What follows belongs to an exercise in optimizing a design on an open flow for small area, a short achievable clock period and few clock cycles per item; a production flow would make more cautious choices.
At most, simulation tests tie the RTL to the original design; equivalence was not proved.
Power figures rest on the tool's default switching activity, not on a simulated workload.

==> v5: inputs <==
==> flow/design.v <==
`default_nettype none
package bpn_pkg;
    localparam int SAMPLE_W            = 16;
    localparam int PEAK_W              = SAMPLE_W + 1;
    localparam int FRAC_BITS           = SAMPLE_W - 1;
    localparam int DEFAULT_BLOCK_DEPTH = 64;
    localparam int RING_TAP            = 62;
    localparam int DIV_STEPS           = 1;
    localparam int DIV_STAGES          = (FRAC_BITS + DIV_STEPS - 1) / DIV_STEPS;
    localparam int RING_LEN            = RING_TAP + DIV_STAGES + 4;
    localparam int MAX_BLOCKS          = 6;
    localparam logic signed [SAMPLE_W-1:0] Q_POS_MAX = 16'sh7FFF;
    localparam logic signed [SAMPLE_W-1:0] Q_NEG_MAX = 16'sh8000;
endpackage
`default_nettype wire
`default_nettype none
module bpn_div #(
    parameter int SIDE_W = 4
) (
    input  wire logic                        i_clk,
    input  wire logic                        i_rst_n,
    input  wire logic                        i_valid,
    input  wire logic [SIDE_W-1:0]           i_side,
    input  wire logic [bpn_pkg::SAMPLE_W-1:0] i_smp,      
    input  wire logic [bpn_pkg::SAMPLE_W-1:0] i_ndiv,     
    output logic                             o_valid,
    output logic [SIDE_W-1:0]                o_side,
    output logic                             o_sign,
    output logic                             o_full,
    output logic [bpn_pkg::FRAC_BITS-1:0]    o_quot
);
    localparam int W     = bpn_pkg::SAMPLE_W;      
    localparam int F     = bpn_pkg::FRAC_BITS;     
    localparam int NST   = bpn_pkg::DIV_STAGES;    
    logic             r_v    [NST];
    logic [SIDE_W-1:0] r_side [NST];
    logic             r_sign [NST];
    logic             r_full [NST];
    logic [W-1:0]     r_rem  [NST];      
    logic [W-1:0]     r_ndiv [NST];
    logic [F-1:0]     r_quot [NST];      
    logic         w_sign0;
    logic [W-1:0] w_x0, w_t0;
    assign w_sign0 = i_smp[W-1];
    assign w_x0    = i_smp ^ {W{w_sign0}};
    assign w_t0    = W'({w_x0[W-2:0], w_sign0} + i_ndiv + W'(w_sign0));
    function automatic logic [W-1:0] f_step(input logic [W-1:0] r, input logic [W-1:0] np);
        logic sub;
        sub = !r[W-1];
        f_step = W'({r[W-2:0], 1'b0} + (sub ? np : ~np) + W'(!sub));
    endfunction
    genvar k;
    generate
        for (k = 0; k < NST; k++) begin : g_st
            logic [W-1:0] w_rem;
            logic [F-1:0] w_quot;
            if (k == 0) begin : g_first
                assign w_rem  = w_t0;
                assign w_quot = '0;
                always_ff @(posedge i_clk) begin
                    if (!i_rst_n) r_v[k] <= 1'b0;
                    else          r_v[k] <= i_valid;
                    r_side[k] <= i_side;
                    r_sign[k] <= w_sign0;
                    r_full[k] <= w_sign0 && (i_smp == i_ndiv);
                    r_ndiv[k] <= i_ndiv;
                end
            end else begin : g_next
                assign w_rem  = f_step(r_rem[k-1], r_ndiv[k-1]);
                assign w_quot = {r_quot[k-1][F-2:0], !r_rem[k-1][W-1]};
                always_ff @(posedge i_clk) begin
                    if (!i_rst_n) r_v[k] <= 1'b0;
                    else          r_v[k] <= r_v[k-1];
                    r_side[k] <= r_side[k-1];
                    r_sign[k] <= r_sign[k-1];
                    r_full[k] <= r_full[k-1];
                    r_ndiv[k] <= r_ndiv[k-1];
                end
            end
            always_ff @(posedge i_clk) begin
                r_rem[k]  <= w_rem;
                r_quot[k] <= w_quot;
            end
        end
    endgenerate
    assign o_valid = r_v[NST-1];
    assign o_side  = r_side[NST-1];
    assign o_sign  = r_sign[NST-1];
    assign o_full  = r_full[NST-1];
    assign o_quot  = {r_quot[NST-1][F-2:0], !r_rem[NST-1][W-1]};
endmodule
`default_nettype wire
`default_nettype none
module block_peak_normaliser #(
    parameter int BLOCK_DEPTH = bpn_pkg::DEFAULT_BLOCK_DEPTH
) (
    input  wire logic                          i_clk,
    input  wire logic                          i_rst_n,
    input  wire logic                          i_in_valid,
    output logic                               o_in_ready,
    input  wire logic [bpn_pkg::SAMPLE_W-1:0]  i_in_sample,
    input  wire logic                          i_in_end_of_block,
    output logic                               o_out_valid,
    input  wire logic                          i_out_ready,
    output logic [bpn_pkg::SAMPLE_W-1:0]       o_out_norm_value,
    output logic                               o_out_last,
    output logic                               o_out_silent_block
);
    localparam int W     = bpn_pkg::SAMPLE_W;           
    localparam int F     = bpn_pkg::FRAC_BITS;          
    localparam int N     = bpn_pkg::RING_LEN;
    localparam int TAP   = bpn_pkg::RING_TAP;
    localparam int K     = bpn_pkg::MAX_BLOCKS;
    localparam int PW    = $clog2(N);
    localparam int CW    = $clog2(N + 1);
    localparam int BW    = $clog2(BLOCK_DEPTH);
    localparam int RW    = W + 1;                       
    localparam int KW    = $clog2(K);
    localparam int KC    = $clog2(K + 1);
    localparam int SIDE_W = 3;                           
    function automatic logic [PW-1:0] f_inc(input logic [PW-1:0] x);
        f_inc = (x == PW'(N - 1)) ? '0 : PW'(x + 1'b1);
    endfunction
    function automatic logic [KW-1:0] f_kinc(input logic [KW-1:0] x);
        f_kinc = (x == KW'(K - 1)) ? '0 : KW'(x + 1'b1);
    endfunction
    function automatic logic [W-1:0] f_nmag(input logic [W-1:0] s);
        f_nmag = s[W-1] ? s : W'(~s + 1'b1);
    endfunction
    logic [RW*N-1:0]  r_ring;
    logic [PW-1:0]    r_phw, r_pht;         
    logic [PW-1:0]    r_dist;               
    logic [PW-1:0]    r_lp, r_rp;           
    logic [CW-1:0]    r_occ, r_pend;        
    logic             r_gen;
    logic [W-1:0]     r_desc [K];           
    logic [KW-1:0]    r_wh, r_lh, r_fh;     
    logic [KC-1:0]    r_cwl, r_cwf;         
    logic [KC-1:0]    r_nblk;
    logic             r_open;
    logic [BW-1:0]    r_bc;
    logic             r_s1_v, r_s1_close, r_s1_first;
    logic [W-1:0]     r_s1_smp;
    logic [W-1:0]     r_acc;                
    logic             r_p0_v;
    logic [SIDE_W-1:0] r_p0_side;
    logic [W-1:0]     r_p0_ndiv;
    logic             r_o_v, r_o_last, r_o_zero;
    logic             r_drop_d, r_tlast_d;    
    logic [W-1:0]     r_o_val;
    logic r_in_ready;
    logic w_acc, w_close_in, w_ready_n;
    logic [CW-1:0] w_occ_n;
    logic          w_open_n;
    assign o_in_ready = r_in_ready;
    assign w_acc      = i_in_valid && r_in_ready;
    assign w_close_in = i_in_end_of_block || (r_bc == BW'(BLOCK_DEPTH - 1));
    logic [CW-1:0] w_occ_w;
    logic          w_sp00, w_sp01, w_sp10, w_sp11, w_space_n;
    assign w_occ_w  = CW'(r_occ + w_wr);
    assign w_occ_n  = w_take ? CW'(w_occ_w - 1'b1) : w_occ_w;
    assign w_sp00   = (w_occ_w <= CW'(N - 1));
    assign w_sp01   = (w_occ_w <= CW'(N - 2));
    assign w_sp10   = (w_occ_w <= CW'(N));
    assign w_sp11   = w_sp00;
    assign w_space_n = w_take ? (w_acc ? w_sp11 : w_sp10) : (w_acc ? w_sp01 : w_sp00);
    assign w_open_n = w_acc ? !w_close_in : r_open;
    assign w_ready_n = (w_acc || (!r_s1_v && r_dist == PW'(2)) || (r_occ == '0 && !r_s1_v))
                    && w_space_n
                    && (w_open_n || (KC'(r_nblk + (w_acc && !r_open)) < KC'(K)));
    logic [W-1:0] w_nmag, w_npeak;
    logic         w_s1_close;
    assign w_nmag     = f_nmag(r_s1_smp);
    assign w_npeak    = (r_s1_first || ($signed(w_nmag) < $signed(r_acc))) ? w_nmag : r_acc;
    assign w_s1_close = r_s1_v && r_s1_close;
    logic w_wr;
    assign w_wr = r_s1_v;
    logic [RW-1:0] w_tap;
    logic          w_launch;
    logic [W-1:0]  w_ldiv;
    assign w_tap    = r_ring[RW*TAP +: RW];
    logic w_closing;
    assign w_closing = w_s1_close && (r_cwl == '0);
    assign w_launch  = (r_pht == r_lp) && (r_pend != '0) && ((r_cwl != '0) || w_closing)
                    && !r_drop_d;
    assign w_ldiv    = w_closing ? w_npeak : r_desc[r_lh];
    logic              w_dv, w_dfull, w_rsign;
    logic [SIDE_W-1:0] w_dside;
    logic [F-1:0]      w_dquot;
    bpn_div #(.SIDE_W(SIDE_W)) u_div (
        .i_clk   (i_clk),
        .i_rst_n (i_rst_n),
        .i_valid (r_p0_v),
        .i_side  (r_p0_side),
        .i_smp   (r_ring[RW*(TAP+1) +: W]),
        .i_ndiv  (r_p0_ndiv),
        .o_valid (w_dv),
        .o_side  (w_dside),
        .o_sign  (w_rsign),
        .o_full  (w_dfull),
        .o_quot  (w_dquot)
    );
    logic         w_arr, w_free, w_take, w_drop;
    logic         w_rgen, w_rlast, w_rzero;
    logic [W-1:0] w_rval;
    assign {w_rgen, w_rlast, w_rzero} = w_dside;
    assign w_arr  = w_dv && (w_rgen == r_gen);
    assign w_free = !r_o_v || i_out_ready;
    assign w_take = w_arr && w_free;
    assign w_drop = w_arr && !w_free;
    always_comb begin
        if (w_rzero) begin
            w_rval = '0;
        end else if (w_rsign) begin
            w_rval = w_dfull ? bpn_pkg::Q_NEG_MAX : W'(~{1'b0, w_dquot} + 1'b1);
        end else begin
            w_rval = w_dfull ? bpn_pkg::Q_POS_MAX : {1'b0, w_dquot};
        end
    end
    always_ff @(posedge i_clk) begin
        r_ring <= {r_ring[RW*(N-1)-1:0],
                   w_wr ? {r_s1_close, r_s1_smp} : r_ring[RW*(N-1) +: RW]};
    end
    always_ff @(posedge i_clk) begin
        if (!i_rst_n) begin
            r_phw  <= '0;
            r_pht  <= PW'(N - 1 - TAP);
            r_dist <= '0;
            r_lp   <= '0;
            r_rp   <= '0;
            r_occ  <= '0;
            r_pend <= '0;
            r_gen  <= 1'b0;
            r_wh   <= '0;
            r_lh   <= '0;
            r_fh   <= '0;
            r_cwl  <= '0;
            r_cwf  <= '0;
            r_nblk <= '0;
            r_open <= 1'b0;
            r_bc   <= '0;
            r_s1_v <= 1'b0;
            r_in_ready <= 1'b0;
            r_p0_v <= 1'b0;
            r_o_v  <= 1'b0;
            r_drop_d  <= 1'b0;
            r_tlast_d <= 1'b0;
        end else begin
            r_drop_d  <= w_drop;
            r_tlast_d <= w_take && w_rlast;
            r_phw <= f_inc(r_phw);
            r_pht <= f_inc(r_pht);
            r_dist <= w_wr ? '0 : ((r_dist == '0) ? PW'(N - 1) : PW'(r_dist - 1'b1));
            r_s1_v <= w_acc;
            r_in_ready <= w_ready_n;
            r_open <= w_open_n;
            if (w_acc) begin
                r_bc   <= w_close_in ? '0 : BW'(r_bc + 1'b1);
            end
            r_nblk <= KC'(r_nblk + (w_acc && !r_open) - r_tlast_d);
            if (w_s1_close) begin
                r_wh <= f_kinc(r_wh);
            end
            r_cwf <= KC'(r_cwf + w_s1_close - r_tlast_d);
            r_occ <= w_occ_n;
            if (w_take) begin
                r_rp <= f_inc(r_rp);
                if (w_rlast) r_fh <= f_kinc(r_fh);
            end
            if (w_drop) r_gen <= !r_gen;
            if (r_drop_d) begin
                r_lp   <= r_rp;
                r_lh   <= r_fh;
                r_cwl  <= KC'(r_cwf + w_s1_close - r_tlast_d);
                r_pend <= w_occ_w;
            end else begin
                r_pend <= CW'(r_pend + w_wr - w_launch);
                if (w_launch) begin
                    r_lp <= f_inc(r_lp);
                    if (w_tap[W]) r_lh <= f_kinc(r_lh);
                end
                r_cwl <= KC'(r_cwl + w_s1_close - (w_launch && w_tap[W]));
            end
            if (w_wr && r_occ == '0) begin
                r_rp <= r_phw;
                r_lp <= r_phw;
            end
            r_p0_v <= w_launch;
            if (w_take) begin
                r_o_v <= 1'b1;
            end else if (i_out_ready) begin
                r_o_v <= 1'b0;
            end
        end
        r_s1_smp   <= i_in_sample;
        r_s1_close <= w_close_in;
        r_s1_first <= !r_open;
        if (r_s1_v) r_acc <= w_npeak;
        if (w_s1_close) r_desc[r_wh] <= w_npeak;
        r_p0_side <= {r_gen, w_tap[W], (w_ldiv == '0)};
        r_p0_ndiv <= w_ldiv;
        if (w_take) begin
            r_o_val  <= w_rval;
            r_o_last <= w_rlast;
            r_o_zero <= w_rzero;
        end
    end
    assign o_out_valid        = r_o_v;
    assign o_out_norm_value   = r_o_val;
    assign o_out_last         = r_o_last;
    assign o_out_silent_block = r_o_zero;
endmodule
`default_nettype wire
==> flow/flow/run.sh <==
#!/bin/bash
set -euo pipefail
bash standard.sh SETUP_SLACK_MARGIN=6.5 finish > flow_make.log 2>&1
==> flow/standard.sh <==
#!/bin/bash
# synth_recipe.tcl (not shown) runs the flow's synth.tcl, then flattens the netlist and writes it again
# the make line also repeats each setting of config.mk as NAME=value (left out here)
make -C /OpenROAD-flow-scripts/flow DESIGN_CONFIG=/design/flow/config.mk WORK_HOME=/design/flow/orfs CLKGATE_MAP_FILE= SYNTH_SCRIPT=/design/flow/synth_recipe.tcl "${@:-finish}"
==> flow/config.mk <==
export PLATFORM = sky130hd
export DESIGN_NAME = block_peak_normaliser
export DESIGN_NICKNAME = block_peak_normaliser
export VERILOG_FILES = /design/flow/design.v
export SDC_FILE = /design/flow/constraint.sdc
export NUM_CORES = 4
export LEC_CHECK = 0
export CAP_MARGIN = 20
export CORE_MARGIN = 2
export CORE_UTILIZATION = 55
export CTS_CLUSTER_DIAMETER = 100
export CTS_CLUSTER_SIZE = 26
export SLEW_MARGIN = 20
==> flow/constraint.sdc <==
create_clock -name core_clock -period 10.0 [get_ports {i_clk}]
set_input_delay 2.0000 -clock core_clock [delete_from_list [all_inputs] [get_ports {i_clk}]]
set_output_delay 2.0000 -clock core_clock [all_outputs]
set_load 0.01 [all_outputs]
==> v31 (differences from v5) <==
--- a/flow/design.v
+++ b/flow/design.v
@@ -40,3 +40,3 @@
     logic [W-1:0]     r_ndiv [NST];
-    logic [F-1:0]     r_quot [NST];      
+    logic [F-1:0]     r_quot [NST];
     logic         w_sign0;
@@ -58,3 +58,3 @@
                 assign w_rem  = w_t0;
-                assign w_quot = '0;
+                assign w_quot = F'(!w_t0[W-1]);
                 always_ff @(posedge i_clk) begin
@@ -69,3 +69,3 @@
                 assign w_rem  = f_step(r_rem[k-1], r_ndiv[k-1]);
-                assign w_quot = {r_quot[k-1][F-2:0], !r_rem[k-1][W-1]};
+                assign w_quot = {r_quot[k-1][F-2:0], !w_rem[W-1]};
                 always_ff @(posedge i_clk) begin
@@ -89,3 +89,3 @@
     assign o_full  = r_full[NST-1];
-    assign o_quot  = {r_quot[NST-1][F-2:0], !r_rem[NST-1][W-1]};
+    assign o_quot  = r_quot[NST-1];
 endmodule
- CORE_UTILIZATION: 55 -> 40
==> v16 (differences from v5) <==
--- a/flow/design.v
+++ b/flow/design.v
@@ -28,2 +28,3 @@
     output logic                             o_sign,
+    output logic                             o_zero,     
     output logic                             o_full,
@@ -38,2 +39,3 @@
     logic             r_full [NST];
+    logic             r_zero [NST];
     logic [W-1:0]     r_rem  [NST];      
@@ -65,2 +67,3 @@
                     r_full[k] <= w_sign0 && (i_smp == i_ndiv);
+                    r_zero[k] <= (i_ndiv == '0);
                     r_ndiv[k] <= i_ndiv;
@@ -76,2 +79,3 @@
                     r_full[k] <= r_full[k-1];
+                    r_zero[k] <= r_zero[k-1];
                     r_ndiv[k] <= r_ndiv[k-1];
@@ -89,2 +93,3 @@
     assign o_full  = r_full[NST-1];
+    assign o_zero  = r_zero[NST-1];
     assign o_quot  = {r_quot[NST-1][F-2:0], !r_rem[NST-1][W-1]};
@@ -119,3 +124,3 @@
     localparam int KC    = $clog2(K + 1);
-    localparam int SIDE_W = 3;                           
+    localparam int SIDE_W = 2;                           
     function automatic logic [PW-1:0] f_inc(input logic [PW-1:0] x);
@@ -172,4 +177,9 @@
     logic         w_s1_close;
+    logic [W-1:0] w_sacc;
+    logic         w_s1_new;
     assign w_nmag     = f_nmag(r_s1_smp);
-    assign w_npeak    = (r_s1_first || ($signed(w_nmag) < $signed(r_acc))) ? w_nmag : r_acc;
+    assign w_sacc     = W'(r_s1_smp + r_acc);
+    assign w_s1_new   = r_s1_first || (r_s1_smp[W-1] ? ({~r_s1_smp[W-1], r_s1_smp[W-2:0]} <= {~r_acc[W-1], r_acc[W-2:0]})
+                                                     : !w_sacc[W-1]);
+    assign w_npeak    = w_s1_new ? w_nmag : r_acc;
     assign w_s1_close = r_s1_v && r_s1_close;
@@ -186,3 +196,3 @@
     assign w_ldiv    = w_closing ? w_npeak : r_desc[r_lh];
-    logic              w_dv, w_dfull, w_rsign;
+    logic              w_dv, w_dfull, w_rsign, w_rzero;
     logic [SIDE_W-1:0] w_dside;
@@ -199,2 +209,3 @@
         .o_sign  (w_rsign),
+        .o_zero  (w_rzero),
         .o_full  (w_dfull),
@@ -203,5 +214,5 @@
     logic         w_arr, w_free, w_take, w_drop;
-    logic         w_rgen, w_rlast, w_rzero;
+    logic         w_rgen, w_rlast;
     logic [W-1:0] w_rval;
-    assign {w_rgen, w_rlast, w_rzero} = w_dside;
+    assign {w_rgen, w_rlast} = w_dside;
     assign w_arr  = w_dv && (w_rgen == r_gen);
@@ -299,3 +310,3 @@
         if (w_s1_close) r_desc[r_wh] <= w_npeak;
-        r_p0_side <= {r_gen, w_tap[W], (w_ldiv == '0)};
+        r_p0_side <= {r_gen, w_tap[W]};
         r_p0_ndiv <= w_ldiv;
==> flow/flow/run.sh (replaced) <==
#!/bin/bash
set -euo pipefail
bash standard.sh SETUP_SLACK_MARGIN=6.6 finish > flow_make.log 2>&1
- CORE_UTILIZATION: 55 -> 40
- CTS_CLUSTER_SIZE: 26 -> 28
==> notes.md <==
|  | v5 | v31 | v16 |
|---|---|---|---|
| Outcome | timing/DRC/antenna clean | timing/DRC/antenna clean | timing/DRC/antenna clean |
| Count of buffers not belonging to the clock network in the layout | 116 | 105 | 68 |
| Proportion of synthesized area in mux cells | 1.28% | 1.51% | 1.81% |
| Area of the core | 115,000 sq um | 158,000 sq um | 159,000 sq um |
| RR Startpoint | r_s1_smp[0] | r_s1_smp[3] | r_acc[4] |
| Share of total power in sequential cells | 48.5% | 48.9% | 49.7% |
| Worst r2r path cells | 19 | 14 | 9 |
| Mapped cell area | 63,800 sq um | 63,700 sq um | 64,000 sq um |
| Number of antenna violations at the first check in global routing | 6 | 0 | 2 |
| Simple-gate share of the synthesized area | 6.36% | 4.87% | 5.62% |
| Met1 Routed Length | 48,000 um | 42,900 um | 43,900 um |
| Internal power of the cells | 0.0149 W | 0.0150 W | 0.0145 W |
| Routed length on met2 | 45,200 um | 43,900 um | 43,500 um |
| Data arrival time of the worst path | 4.63 ns | 4.08 ns | 4.02 ns |
| Number of diodes added for antenna fixing | 0 | 1 | 1 |
| Worst Hold End | r_ring[67] | r_ring[553] | r_ring[661] |
| Critical register-to-register path endpoint | r_p0_side[0] | r_p0_side[0] | r_desc[2][7] |
| Global-route wire length before repair | 158,000 um | 150,000 um | 151,000 um |
| Total of flip-flops plus latches after synthesis | 2,241 | 2,255 | 2,240 |
| Met1 track demand over resource in global routing | 22.9% | 14.3% | 14.6% |
| Final non-filler cell area | 70,000 sq um | 70,100 sq um | 69,600 sq um |
| Worst slack, placed | 5.10 ns | 5.40 ns | 5.47 ns |
| Worst slew margin relative to its limit | 18.4% | 49.8% | 29.5% |
| Sequential standard cell area | 46,200 sq um | 46,500 sq um | 46,200 sq um |
Testbench counts of v16, summed over its fixed seeds: cycles 4,152, items 3,504.
The RTL of v5 and v31 was laid out without a check of its function.

[re-timing with driven ports]
In the flow no input, the clock included, has a driving cell. The finished layouts below were timed again as built, in two steps. Step 1: set_driving_cell puts a clkbuf_16 on i_clk and a buf_2 on each other input, an assumption about the parent block. Step 2 moves the port delays by t, midway between the first and last clock arrival at a register: inputs arrive t later, outputs are due t later. That takes back most of the time a late clock gives input paths. Slacks: ideal ports / drivers / drivers and shift; pairs: ideal ports / drivers.
| run | t (ns) | slack for setup (ns) | hold slack, ns | worst slew at a driven data input, ns |
|---|---|---|---|---|
| v5 | 0.768 | 5.967 / 5.967 / 5.943 | 0.311 / 0.311 / 0.311 | 0.05 |
| v31 | 0.785 | 6.568 / 6.517 / 5.900 | 0.310 / 0.310 / 0.310 | 0.07 |
| v16 | 0.767 | 6.597 / 6.629 / 5.868 | 0.269 / 0.269 / 0.269 | 0.09 |
After both steps setup and hold are still met in every run listed. For v16, which loses most, drivers alone change the setup slack by +0.032 ns; drivers and shift together by -0.729 ns.
